This design comes from an exercise in tuning for small area on the open sky130 flow, not from production work. Function was checked by simulation only, so behaviour that the tests miss may differ from the original. No activity file was given, so power comes from the tool's default toggle rates.

Setup of old:
==> module link_bucket_counter, before the edit <==
module link_bucket_counter (
   input  logic                   clkout1,
   input  logic                   link_down_latched_reset_sync,
   input  logic                   i_err,
   output logic                   o_up
);
   localparam logic [7-1:0] CTR_MAX  = 7'(67);
   localparam logic [7-1:0] CTR_DROP = 7'(34);
   logic                   up_q;
   logic [7-1:0] count_q;
   always_ff @(posedge clkout1) begin
      if (link_down_latched_reset_sync) begin
         up_q    <= 1'b0;
         count_q <= '0;
      end else if (!up_q) begin
         if (i_err) begin
            count_q <= '0;
         end else if (count_q != CTR_MAX) begin
            count_q <= count_q + 1'b1;
         end else begin
            up_q <= 1'b1;
         end
      end else begin
         if (i_err) begin
            if (count_q > CTR_DROP) begin
               count_q <= count_q - CTR_DROP;
            end else begin
               count_q <= '0;
               up_q    <= 1'b0;
            end
         end else if (count_q != CTR_MAX) begin
            count_q <= count_q + 1'b1;
         end
      end
   end
   assign o_up = up_q;
endmodule
==> flow/config.mk <==
export PLATFORM = sky130hd
export DESIGN_NAME = prbs_link_top
export DESIGN_NICKNAME = prbs_link_top
export VERILOG_FILES = /design/flow/design.v
export SDC_FILE = /design/flow/constraint.sdc
export NUM_CORES = 4
export LEC_CHECK = 0
export CAP_MARGIN = 20
export CORE_MARGIN = 2
export CORE_UTILIZATION = 40
export PLACE_DENSITY = 0.6
export SLEW_MARGIN = 20
==> flow/constraint.sdc <==
create_clock -name core_clock -period 4.0 [get_ports {clkout1}]
set_input_delay 0.8000 -clock core_clock [delete_from_list [all_inputs] [get_ports {clkout1}]]
set_output_delay 0.8000 -clock core_clock [all_outputs]
set_load 0.01 [all_outputs]
standard.sh (not shown) runs the stock make flow with config.mk's settings and CLKGATE_MAP_FILE= SYNTH_SCRIPT=/design/flow/synth_recipe.tcl, a recipe that flattens the netlist after the stock synthesis.
==> flow/flow/run.sh <==
#!/bin/bash
# The standard layout, with the port buffers made from the smallest buffer
# cell instead of the delay buffer buffer_ports picks by default, and a clock
# tree of smaller buffers without dummy loads.
set -euo pipefail
bash standard.sh \
  "BUFFER_PORTS_ARGS=-buffer_cell sky130_fd_sc_hd__buf_1" \
  "CTS_ARGS=-sink_clustering_enable -repair_clock_nets -dont_use_dummy_load -buf_list {sky130_fd_sc_hd__clkbuf_4 sky130_fd_sc_hd__clkbuf_8} -sink_clustering_size 25 -sink_clustering_max_diameter 60" \
  finish > flow_make.log 2>&1
Modified inputs, new compared to old
==> flow/design.v, changed modules only <==
module link_bucket_counter (
   input  logic                   clkout1,
   input  logic                   link_down_latched_reset_sync,
   input  logic                   i_err,
   output logic                   o_up
);
   localparam logic [5:0] L0  = 6'h01;
   localparam logic [5:0] L33 = 6'h12;
   logic       up_q;
   logic       h_q;
   logic [5:0] l_q;
   logic       l_end;
   logic       l_zero;
   assign l_end  = (l_q == L33);
   assign l_zero = (l_q == L0);
   always_ff @(posedge clkout1) begin
      if (link_down_latched_reset_sync) begin
         up_q <= 1'b0;
         h_q  <= 1'b0;
         l_q  <= L0;
      end else if (i_err) begin
         h_q <= 1'b0;
         if (!(up_q && h_q && !l_zero)) begin
            l_q  <= L0;
            up_q <= 1'b0;
         end
      end else if (h_q && l_end) begin
         up_q <= 1'b1;
      end else if (l_end) begin
         h_q <= 1'b1;
         l_q <= L0;
      end else begin
         l_q <= {l_q[4:0], l_q[5] ^ l_q[4]};
      end
   end
   assign o_up = up_q;
endmodule
## What came out
old: PASS, flow complete, no timing, DRC or antenna violations
new: PASS, flow complete, no timing, DRC or antenna violations
new: cell area reported after detailed placement is 74 µm² lower than what old reported.
Density: new sparser than old
new and old ended up with roughly the same x dimension of the die.
Final cell area: new below old
For the wire length, new came in 7.3% lower than old did.
Power density of the placed cells ended up about 2.4% lower on new than on old.

--- another note on this design; it stands on its own ---

==> run a <==
==> flow/design.v (excerpt) <==
module prbs_link_top (
   input  logic                    clkout1,
   input  logic                    link_down_latched_reset_sync,
   input  logic                    i_force_error,
   output logic [28*(8+1)-1:0] o_tx_lanes,
   input  logic [28*(8+1)-1:0] i_rx_lanes,
   output logic [1:0]              o_status
);
clock: 4.0 ns
lec_check: 0
cap_margin: 20
core_margin: 2
core_utilization: 40
place_density: 0.6
slew_margin: 20
standard.sh (not shown) runs the stock make flow with config.mk's settings and CLKGATE_MAP_FILE= SYNTH_SCRIPT=/design/flow/synth_recipe.tcl, a recipe that flattens the netlist after the stock synthesis.
==> flow/flow/run.sh <==
#!/bin/bash
# The standard layout with three changes:
#  - synthesis is the standard flow's own script (synth_recipe.tcl) with ABC run on an
#    area-recovering script (flow/abc_area.script) instead of ORFS's speed
#    script; flip-flops are mapped before ABC, so the registers are unchanged;
#  - the port buffers use the smallest buffer cell instead of the delay buffer
#    buffer_ports picks by default;
#  - the clock tree uses smaller buffers and no dummy loads.
set -euo pipefail
here=$(pwd)
{
  echo "proc abc {args} {"
  echo "  set i [lsearch \$args -script]"
  echo "  if {\$i >= 0} { lset args [expr {\$i + 1}] $here/flow/abc_area.script }"
  echo "  yosys abc {*}\$args"
  echo "}"
  cat synth_recipe.tcl
} > own_synth.tcl
bash standard.sh \
  "SYNTH_SCRIPT=$here/own_synth.tcl" \
  "BUFFER_PORTS_ARGS=-buffer_cell sky130_fd_sc_hd__buf_1" \
  "CTS_ARGS=-sink_clustering_enable -repair_clock_nets -dont_use_dummy_load -buf_list {sky130_fd_sc_hd__clkbuf_16} -sink_clustering_size 30 -sink_clustering_max_diameter 80" \
  finish > flow_make.log 2>&1
==> flow/flow/abc_area.script <==
&get -n
&st
&dch
&nf -R 1000
&st
&syn2
&if -g -K 6
&synch2
&nf -R 1000
&st
&syn2
&if -g -K 6
&synch2
&nf -R 1000
&st
&dch -f
&nf -R 1000
&put
topo
stime -c
==> run b: changes against run a <==
--- a/flow/flow/run.sh
+++ b/flow/flow/run.sh
@@ -21,3 +21,3 @@
   "BUFFER_PORTS_ARGS=-buffer_cell sky130_fd_sc_hd__buf_1" \
-  "CTS_ARGS=-sink_clustering_enable -repair_clock_nets -dont_use_dummy_load -buf_list {sky130_fd_sc_hd__clkbuf_16} -sink_clustering_size 30 -sink_clustering_max_diameter 80" \
+  "CTS_ARGS=-sink_clustering_enable -repair_clock_nets -dont_use_dummy_load -buf_list {sky130_fd_sc_hd__clkbuf_8} -sink_clustering_size 18 -sink_clustering_max_diameter 80" \
   finish > flow_make.log 2>&1
- CORE_UTILIZATION: 40 -> 55
- PLACE_DENSITY: 0.6 -> 0.75
==> run c: changes against run a <==
--- a/flow/flow/run.sh
+++ b/flow/flow/run.sh
@@ -21,3 +21,3 @@
   "BUFFER_PORTS_ARGS=-buffer_cell sky130_fd_sc_hd__buf_1" \
-  "CTS_ARGS=-sink_clustering_enable -repair_clock_nets -dont_use_dummy_load -buf_list {sky130_fd_sc_hd__clkbuf_16} -sink_clustering_size 30 -sink_clustering_max_diameter 80" \
+  "CTS_ARGS=-sink_clustering_enable -repair_clock_nets -dont_use_dummy_load -buf_list {sky130_fd_sc_hd__clkbuf_8} -sink_clustering_size 18 -sink_clustering_max_diameter 80" \
   finish > flow_make.log 2>&1
==> metrics.yaml <==
outcome:
  outcome: "timing/DRC/antenna clean"
critical_path:
  crit_path_frequent_cell: "xnor2_1"
route:
  vias: 9447
  routed_wl_mm: 32.8
placement:
  post-place-ws_ns: 0.610
die:
  dieHeight_um: 182
The numbers above come from run c.

==> metrics.yaml <==
outcome:
  outcome: "timing/DRC/antenna clean"
route:
  vias: 9533
  routed_wl_mm: 34.4
critical_path:
  crit_path_frequent_cell: "buf_4"
placement:
  post-place-ws_ns: 0.772
The numbers above come from run b.

==> metrics.yaml <==
outcome:
  outcome: "timing/DRC/antenna clean"
die:
  dieHeight_um: 182
placement:
  post-place-ws_ns: 0.610
critical_path:
  crit_path_frequent_cell: "xnor2_1"
route:
  routed_wl_mm: 32.6
  vias: 9365
The numbers above come from run a.

==> what the ideal ports hide <==
Ports are ideal in the flow. The routed layouts listed here were re-timed in OpenROAD. Step 1 sets driving cells, clkbuf_16 on the clock port and buf_2 on the other inputs (assumed; they add their load-dependent delay and slew). Step 2 also shifts input and output timing later by t, the mid clock arrival at the registers, as if the neighbouring blocks saw the same clock. Slacks: ideal / step 1 / step 2; pairs: ideal / step 1.
run	t, ns	setup WS [ns]	worst hold slack (ns)	clock arrival spread, ns	worst register clock-pin slew, ns
old	0.585	0.472 / 0.428 / 0.673	0.332 / 0.332 / 0.332	0.056 / 0.056	0.11 / 0.11
new	0.571	0.289 / 0.243 / 0.810	0.336 / 0.331 / 0.336	0.088 / 0.089	0.12 / 0.12
run a	0.546	0.521 / 0.470 / 0.610	0.312 / 0.312 / 0.312	0.084 / 0.084	0.11 / 0.11
run b	0.554	0.340 / 0.302 / 0.857	0.282 / 0.282 / 0.282	0.073 / 0.073	0.12 / 0.12
run c	0.583	0.408 / 0.362 / 0.611	0.331 / 0.331 / 0.331	0.068 / 0.068	0.11 / 0.11
After both steps setup and hold are still met in every run listed.
